Context: an optimization exercise on an open-source flow, tuned for small area and a short achievable clock period. The choices shown serve that exercise and are no tape-out recipe. In this exercise RTL edits were held to simulation tests only and were not proved equivalent to the original. Power and IR drop assume default switching activity.

### config.mk
export PLATFORM = sky130hd
export DESIGN_NAME = rpi_sample_fifo_irq
export DESIGN_NICKNAME = rpi_sample_fifo_irq
export VERILOG_FILES = /design/flow/design.v
export SDC_FILE = /design/flow/constraint.sdc
export NUM_CORES = 4
export LEC_CHECK = 0
export CAP_MARGIN = 20
export CORE_MARGIN = 2
export CORE_UTILIZATION = 40
export SLEW_MARGIN = 20
### design.v
`timescale 1ns/1ps
package rpi_sample_fifo_irq_pkg;
  localparam int SAMPLE_WIDTH          = 32;
  localparam int DEFAULT_DEPTH_LOG2    = 6;
  localparam int DEFAULT_IRQ_THRESHOLD = 32;
  localparam int DEFAULT_SYNC_STAGES   = 2;
  typedef enum logic [1:0] {
    IRQ_IDLE    = 2'd0,
    IRQ_ASSERT  = 2'd1,
    IRQ_RELEASE = 2'd2
  } irq_state_e;
endpackage
`timescale 1ns/1ps
module sync_edge_detect #(
  parameter int   STAGES    = 2,
  parameter logic RESET_VAL = 1'b1
) (
  input  logic clk_in,
  input  logic reset,
  input  logic async_in,
  output logic sync_out,
  output logic rise_pulse
);
  logic [STAGES-1:0] sync_q, sync_d;
  logic              prev_q, prev_d;
  always_comb begin
    sync_d = {sync_q[STAGES-2:0], async_in};
    prev_d = sync_q[STAGES-1];
  end
  always_ff @(posedge clk_in) begin
    if (reset) begin
      sync_q <= {STAGES{RESET_VAL}};
      prev_q <= RESET_VAL;
    end else begin
      sync_q <= sync_d;
      prev_q <= prev_d;
    end
  end
  assign sync_out   = sync_q[STAGES-1];
  assign rise_pulse = sync_q[STAGES-1] & ~prev_q;
endmodule
`timescale 1ns/1ps
module rpi_sample_fifo_irq
#(
  parameter int DATA_WIDTH    = rpi_sample_fifo_irq_pkg::SAMPLE_WIDTH,
  parameter int DEPTH_LOG2    = rpi_sample_fifo_irq_pkg::DEFAULT_DEPTH_LOG2,
  parameter int IRQ_THRESHOLD = rpi_sample_fifo_irq_pkg::DEFAULT_IRQ_THRESHOLD,
  parameter int SYNC_STAGES   = rpi_sample_fifo_irq_pkg::DEFAULT_SYNC_STAGES
) (
  input  logic                  clk_in,
  input  logic                  reset,
  input  logic [DATA_WIDTH-1:0] sample_in,
  input  logic                  sample_valid,
  input  logic                  rpi_rd_strobe,
  output logic [DATA_WIDTH-1:0] rpi_data,
  output logic                  rpi_data_valid,
  output logic                  interrupt_enable,
  output logic [DEPTH_LOG2:0]   fifo_level,
  output logic                  overflow,
  output logic                  underflow
);
  localparam int DEPTH   = 2**DEPTH_LOG2;
  localparam int LEVEL_W = DEPTH_LOG2 + 1;
  logic [DATA_WIDTH-1:0] mem [DEPTH];
  logic [DATA_WIDTH-1:0] rpi_data_q;
  logic [DEPTH_LOG2-1:0] wr_ptr_q, wr_ptr_d;
  logic [DEPTH_LOG2-1:0] rd_ptr_q, rd_ptr_d;
  logic [LEVEL_W-1:0]    level_q, level_d;
  logic                  overflow_q, overflow_d;
  logic                  underflow_q, underflow_d;
  logic                  rpi_data_valid_q, rpi_data_valid_d;
  rpi_sample_fifo_irq_pkg::irq_state_e            state_q;
  logic                  irq_q;
  logic strobe_sync, strobe_rise, pop_pulse;
  logic full, empty, push_ok, pop_ok;
  sync_edge_detect #(
    .STAGES    (SYNC_STAGES),
    .RESET_VAL (1'b1)
  ) u_strobe_sync (
    .clk_in     (clk_in),
    .reset      (reset),
    .async_in   (rpi_rd_strobe),
    .sync_out   (strobe_sync),
    .rise_pulse (strobe_rise)
  );
  assign pop_pulse = strobe_rise & strobe_sync;
  always_comb begin
    full  = (level_q == LEVEL_W'(DEPTH));
    empty = (level_q == '0);
    pop_ok = pop_pulse && !empty;
    push_ok = sample_valid && (!full || pop_ok);
    wr_ptr_d         = push_ok ? wr_ptr_q + DEPTH_LOG2'(1) : wr_ptr_q;
    rd_ptr_d         = pop_ok  ? rd_ptr_q + DEPTH_LOG2'(1) : rd_ptr_q;
    rpi_data_valid_d = rpi_data_valid_q | pop_ok;
    overflow_d       = overflow_q  | (sample_valid && !push_ok);
    underflow_d      = underflow_q | (pop_pulse && empty);
    level_d = level_q;
    if (push_ok && !pop_ok) begin
      level_d = level_q + LEVEL_W'(1);
    end else if (pop_ok && !push_ok) begin
      level_d = level_q - LEVEL_W'(1);
    end
  end
  always_ff @(posedge clk_in) begin
    if (reset) begin
      wr_ptr_q         <= '0;
      rd_ptr_q         <= '0;
      level_q          <= '0;
      overflow_q       <= 1'b0;
      underflow_q      <= 1'b0;
      rpi_data_valid_q <= 1'b0;
    end else begin
      wr_ptr_q         <= wr_ptr_d;
      rd_ptr_q         <= rd_ptr_d;
      level_q          <= level_d;
      overflow_q       <= overflow_d;
      underflow_q      <= underflow_d;
      rpi_data_valid_q <= rpi_data_valid_d;
    end
  end
  always_ff @(posedge clk_in) begin
    if (push_ok) begin
      mem[wr_ptr_q] <= sample_in;
    end
  end
  always_ff @(posedge clk_in) begin
    if (reset) begin
      rpi_data_q <= '0;
    end else if (pop_ok) begin
      rpi_data_q <= mem[rd_ptr_q];
    end
  end
  always_ff @(posedge clk_in) begin
    if (reset) begin
      state_q <= rpi_sample_fifo_irq_pkg::IRQ_IDLE;
      irq_q   <= 1'b0;
    end else begin
      case (state_q)
        rpi_sample_fifo_irq_pkg::IRQ_IDLE: begin
          if (level_q >= LEVEL_W'(IRQ_THRESHOLD)) begin
            state_q <= rpi_sample_fifo_irq_pkg::IRQ_ASSERT;
            irq_q   <= 1'b1;
          end
        end
        rpi_sample_fifo_irq_pkg::IRQ_ASSERT: begin
          if (level_q == '0) begin
            state_q <= rpi_sample_fifo_irq_pkg::IRQ_RELEASE;
            irq_q   <= 1'b0;
          end
        end
        rpi_sample_fifo_irq_pkg::IRQ_RELEASE: begin
          state_q <= rpi_sample_fifo_irq_pkg::IRQ_IDLE;
          irq_q   <= 1'b0;
        end
        default: begin
          state_q <= rpi_sample_fifo_irq_pkg::IRQ_IDLE;
          irq_q   <= 1'b0;
        end
      endcase
    end
  end
  assign rpi_data         = rpi_data_q;
  assign rpi_data_valid   = rpi_data_valid_q;
  assign interrupt_enable = irq_q;
  assign fifo_level       = level_q;
  assign overflow         = overflow_q;
  assign underflow        = underflow_q;
endmodule
### constraint.sdc
create_clock -name core_clock -period 4.0 [get_ports {clk_in}]
set_input_delay 0.8000 -clock core_clock [delete_from_list [all_inputs] [get_ports {clk_in}]]
set_output_delay 0.8000 -clock core_clock [all_outputs]
set_load 0.01 [all_outputs]
### run.sh
#!/bin/bash
# synth_recipe.tcl (not shown) runs the flow's synth.tcl, then flattens the netlist and writes it again
# the make line also repeats each setting of config.mk as NAME=value (left out here)
make -C /OpenROAD-flow-scripts/flow DESIGN_CONFIG=/design/flow/config.mk WORK_HOME=/design/flow/orfs CLKGATE_MAP_FILE= SYNTH_SCRIPT=/design/flow/synth_recipe.tcl finish
==> impl_metrics.env <==
export IMPL_status="complete, no violations"
export IMPL_start_util_pct=40.3
export IMPL_cp_max_fo=34
export IMPL_path_clk_slew_ns=0.06
export IMPL_cts_resized=0
export IMPL_drv_slew=0
export IMPL_cts_tree="built"
export IMPL_cp_start_kind="flip-flop"
export IMPL_syn_inst=3683
export IMPL_cpMostUsedCell="buf_4"
export IMPL_stdcell_area_mm2=0.0934
export IMPL_path_class="flip-flop to flip-flop"
export IMPL_num_vias=39700
export IMPL_rows=164
export IMPL_max_stage_delay_ns=0.85
export IMPL_synth_mux_area_fraction_pct=15.6
export IMPL_powerDensity_mw_per_mm2=492
export IMPL_drv_cap=0
export IMPL_power_total_mw=45.9
export IMPL_rsz0062_at_grt="false"
export IMPL_skew_ns=0.0337
export IMPL_core_area_mm2=0.200
export IMPL_placed_cell_area_mm2=0.0868
export IMPL_synth_compound_area_share_pct=2.92
export IMPL_setup_viol=0
export IMPL_area_growth_syn_to_layout_pct=15.7
export IMPL_syn_avg_cell_area_um2=21.9
export IMPL_endpoint_kind="flip-flop"
export IMPL_io_pins=79
export IMPL_min_period_ns=3.66
export IMPL_grt_pass1_vias=39200
export IMPL_grt_usage_pct=21.1
export IMPL_clock_sinks=2107
export IMPL_synthesis_area_mm2=0.0807
export IMPL_hold_viol_final=0
export IMPL_tightest_slew_ns=1.14
export IMPL_fin_crit_sh_pct=91.6
export IMPL_clk_latency_ns=0.86
export IMPL_via_per_inst=5.80
export IMPL_ctsHoldBuffers=0
export IMPL_io_buffers=78
export IMPL_synth_cell_types=73
export IMPL_slew_headroom_pct=24.3
export IMPL_synth_edf_count=2048
export IMPL_routedWlPerCell_um=31.7
export IMPL_ys_warn_count=2
export IMPL_grt_start_max_net_pins=68
export IMPL_synthAdderAreaFrac_pct=0.149
export IMPL_min_path_type="input port to flip-flop"
export IMPL_fp_dieW_um=453
export IMPL_whs_ns=0.267
export IMPL_die_area_mm2=0.205
export IMPL_crit_chain="buf_4, buf_4, mux4_2, a22oi_1, nand4_1, a32oi_1, nand3_1"
export IMPL_layout_drive_gt1_share_pct=28.4
export IMPL_dp_cells=6478
export IMPL_drt_antenna_violating_nets=0
export IMPL_stdcell_count=6855
export IMPL_yosys_area_top_type_share_pct=76.2
export IMPL_drt_pre_antenna_iters=6
export IMPL_synth_ff_type="edfxtp_1"
export IMPL_drt_total_wl_mm=218
export IMPL_synth_seq_cells=2107
export IMPL_cts_root_buf="clkbuf_16"
export IMPL_clock_fmax_mhz=273
export IMPL_antenna_found_initial=9
export IMPL_drcViolationCount=0
export IMPL_crit_slowest_cell="dfxtp_4"
export IMPL_async_reset_ff_share_pct=0
export IMPL_cts_setup_buffers=0
export IMPL_ys_seq_area_share_pct=77.6
export IMPL_fillCellCount=16600
export IMPL_p_leak_nw=28.4
export IMPL_drtIter0Drc=4499
export IMPL_synthXorXnorAreaFrac_pct=0.141
export IMPL_cts_made_buffers=203
export IMPL_dpl_hpwl_mm=135
export IMPL_cp_arrival_ns=4.38
export IMPL_synth_top_family_by_area="multiplexers"
export IMPL_cts_htree_levels=4
export IMPL_die_h_um=453
export IMPL_synth_nets=3728
export IMPL_worst_ir_drop_vdd_v=0.000441
export IMPL_grt_ovfl_total=0
export IMPL_synth_area_leaders="edfxtp_1 (76%), mux4_2 (13%), mux2i_1 (2.3%), dfxtp_1 (1.5%), a22oi_1 (0.71%)"
export IMPL_grt_pass1_wl_mm=306
export IMPL_final_setup_tns_ns=0
export IMPL_fin_nets=4072
export IMPL_required_ns=4.72
export IMPL_place_gp_congestion=0.833
export IMPL_yosys_area_share_simple_pct=1.96
export IMPL_synth_area_leader_cell="edfxtp_1"
export IMPL_clockBufferDepth=3
==> power breakdown <==
part,internal (mW),switching (mW)
registers,24.4,0.131
logic,0.901,1.39
clock network,10.9,8.20
total,36.2,9.73
==> registers in the layout, indices dropped and copies added, names as in the netlist <==
register,flops
mem,2048
rpi_data_q,32
level_q,7
rd_ptr_q,6
wr_ptr_q,6
state_q,2
u_strobe_sync.sync_q,2
overflow_q,1
rpi_data_valid_q,1
u_strobe_sync.prev_q,1
underflow_q,1
==> kinds of logic after synthesis <==
logic type               after synthesis
flip-flops                          2107
multiplexers                         681
AND/OR/NAND/NOR                      345
AO/OA/AOI/OAI                        308
buffers and inverters                220
XOR/XNOR                              13
adder cells (fa/ha/maj)                9
==> worst max-delay path, delay by kind of cell, from the launching register on <==
family                 cells  cell delay [ns]
AOI/OAI and AO/OA          2             1.07
muxes                      1             0.35
buffers and inverters      2             0.77
and+or+nand+nor            2             0.39
DFF                        1             0.85
==> layer usage <==
| metal | share of wire (%) | up-vias | wire, um | global-route usage, % |
|---|---|---|---|---|
| met5 | 0.021 | - | 46 | 0 |
| met4 | 3.7 | 6 | 8010 | 7.75 |
| met3 | 6.8 | 326 | 14900 | 3.28 |
| met2 | 48 | 1638 | 105000 | 33.8 |
| met1 | 41 | 21500 | 89300 | 29.4 |
| li1 | - | 16200 | - | - |
==> path summary, 6_finish.rpt <==
path / startpoint / endpoint / slack [ns] / depth (start not counted)
min reg2reg: u_strobe_sync.sync_q[0]$_SDFF_PP1_ / u_strobe_sync.sync_q[1]$_SDFF_PP1_ / 0.42 / 1
min: sample_in[19] / mem[63][19]$_DFFE_PP_ / 0.27 / 1
max: rd_ptr_q[2]$_SDFFE_PP0P_ / rpi_data_q[9]$_SDFFE_PP0P_ / 0.34 / 7
max reg2reg: rd_ptr_q[2]$_SDFFE_PP0P_ / rpi_data_q[9]$_SDFFE_PP0P_ / 0.34 / 7
==> stage by stage <==
stage               worst slack [ns]  util (%)
floorplan                      0.514         -
global placement               0.382      43.3
detailed placement             0.442      43.3
CTS                            0.432      46.6
global route                   0.309      46.6
finish                         0.337      46.6
==> cell usage in the layout (no fill, tap or decap), drive strengths merged, types with 11 or more instances in the layout <==
| cell | n |
|---|---|
| mux2i | 186 |
| a22o | 12 |
| a211o | 11 |
| clkinv | 92 |
| o211ai | 17 |
| a211oi | 18 |
| mux4 | 460 |
| buf | 304 |
| dfxtp | 59 |
| mux2 | 35 |
| clkdlybuf4s50 | 46 |
| and2 | 16 |
| o22ai | 39 |
| nor2 | 112 |
| bufinv | 18 |
| a22oi | 76 |
| o221ai | 19 |
| clkbuf | 263 |
| nand2 | 114 |
| a2111oi | 12 |
| a21oi | 18 |
| o21ai | 15 |
| nand3 | 44 |
| edfxtp | 2048 |
==> cell usage after synthesis, types with 7 or more instances <==
cell type and count:
a32oi_1 9, or2_2 7, buf_2 57, dfxtp_1 59, mux4_2 460, a22oi_1 76, o22a_1 9, nor2b_1 9
inv_1 8, and2_1 16, clkbuf_1 75, a211o_1 11, ha_1 8, buf_6 22, nand3_1 43, o31ai_1 7
buf_1 19, a221o_1 8, a22o_1 12, mux2i_1 186, o22ai_1 39, nor2_1 111, nand2_1 108, a211oi_1 18
a2111oi_0 7, nand4_1 9, a21oi_1 18, o21ai_0 13, o221ai_1 19, mux2_2 35, nor3_1 9, o211ai_1 17
xnor2_1 7, edfxtp_1 2048, buf_4 32, a31oi_1 8
==> layout make-up <==
type	count	area (um^2)	share of cell area, %
Clock buffer	263	5530	5.92
Sequential cell	2107	62700	67.1
Antenna cell	1	2.50	0.00268
Clock inverter	113	1120	1.20
Multi-Input combinational cell	1356	17300	18.5
Timing Repair Buffer	350	3390	3.62
Inverter	9	35.0	0.0375
Tap cell	2656	3320	3.56

[separate check: timing with driven ports]
Ports are ideal in the flow. The routed layout listed here was re-timed in OpenROAD.
Step 1 assumes that a clkbuf_16 drives the clock port and a buf_2 every other input.
Step 2, shift: input delay + t, output delay - t, t = (earliest + latest rising clock arrival at the registers) / 2. This alone moves slack from input paths to output paths.
a / b / c = no drivers / after step 1 / after step 2; a / b = the first two.
t (ns): 0.932
slack for setup (ns): 0.337 / 0.337 / 0.337
latest minus earliest clock arrival (ns): 0.034 / 0.034
worst slew at a driven data input, ns: 0.16
cell pins on the clock port's net: 1
After both steps this run still meets setup and hold. The setup slack of this run moves by 0.000 ns with the drivers and by 0.000 ns with both steps.
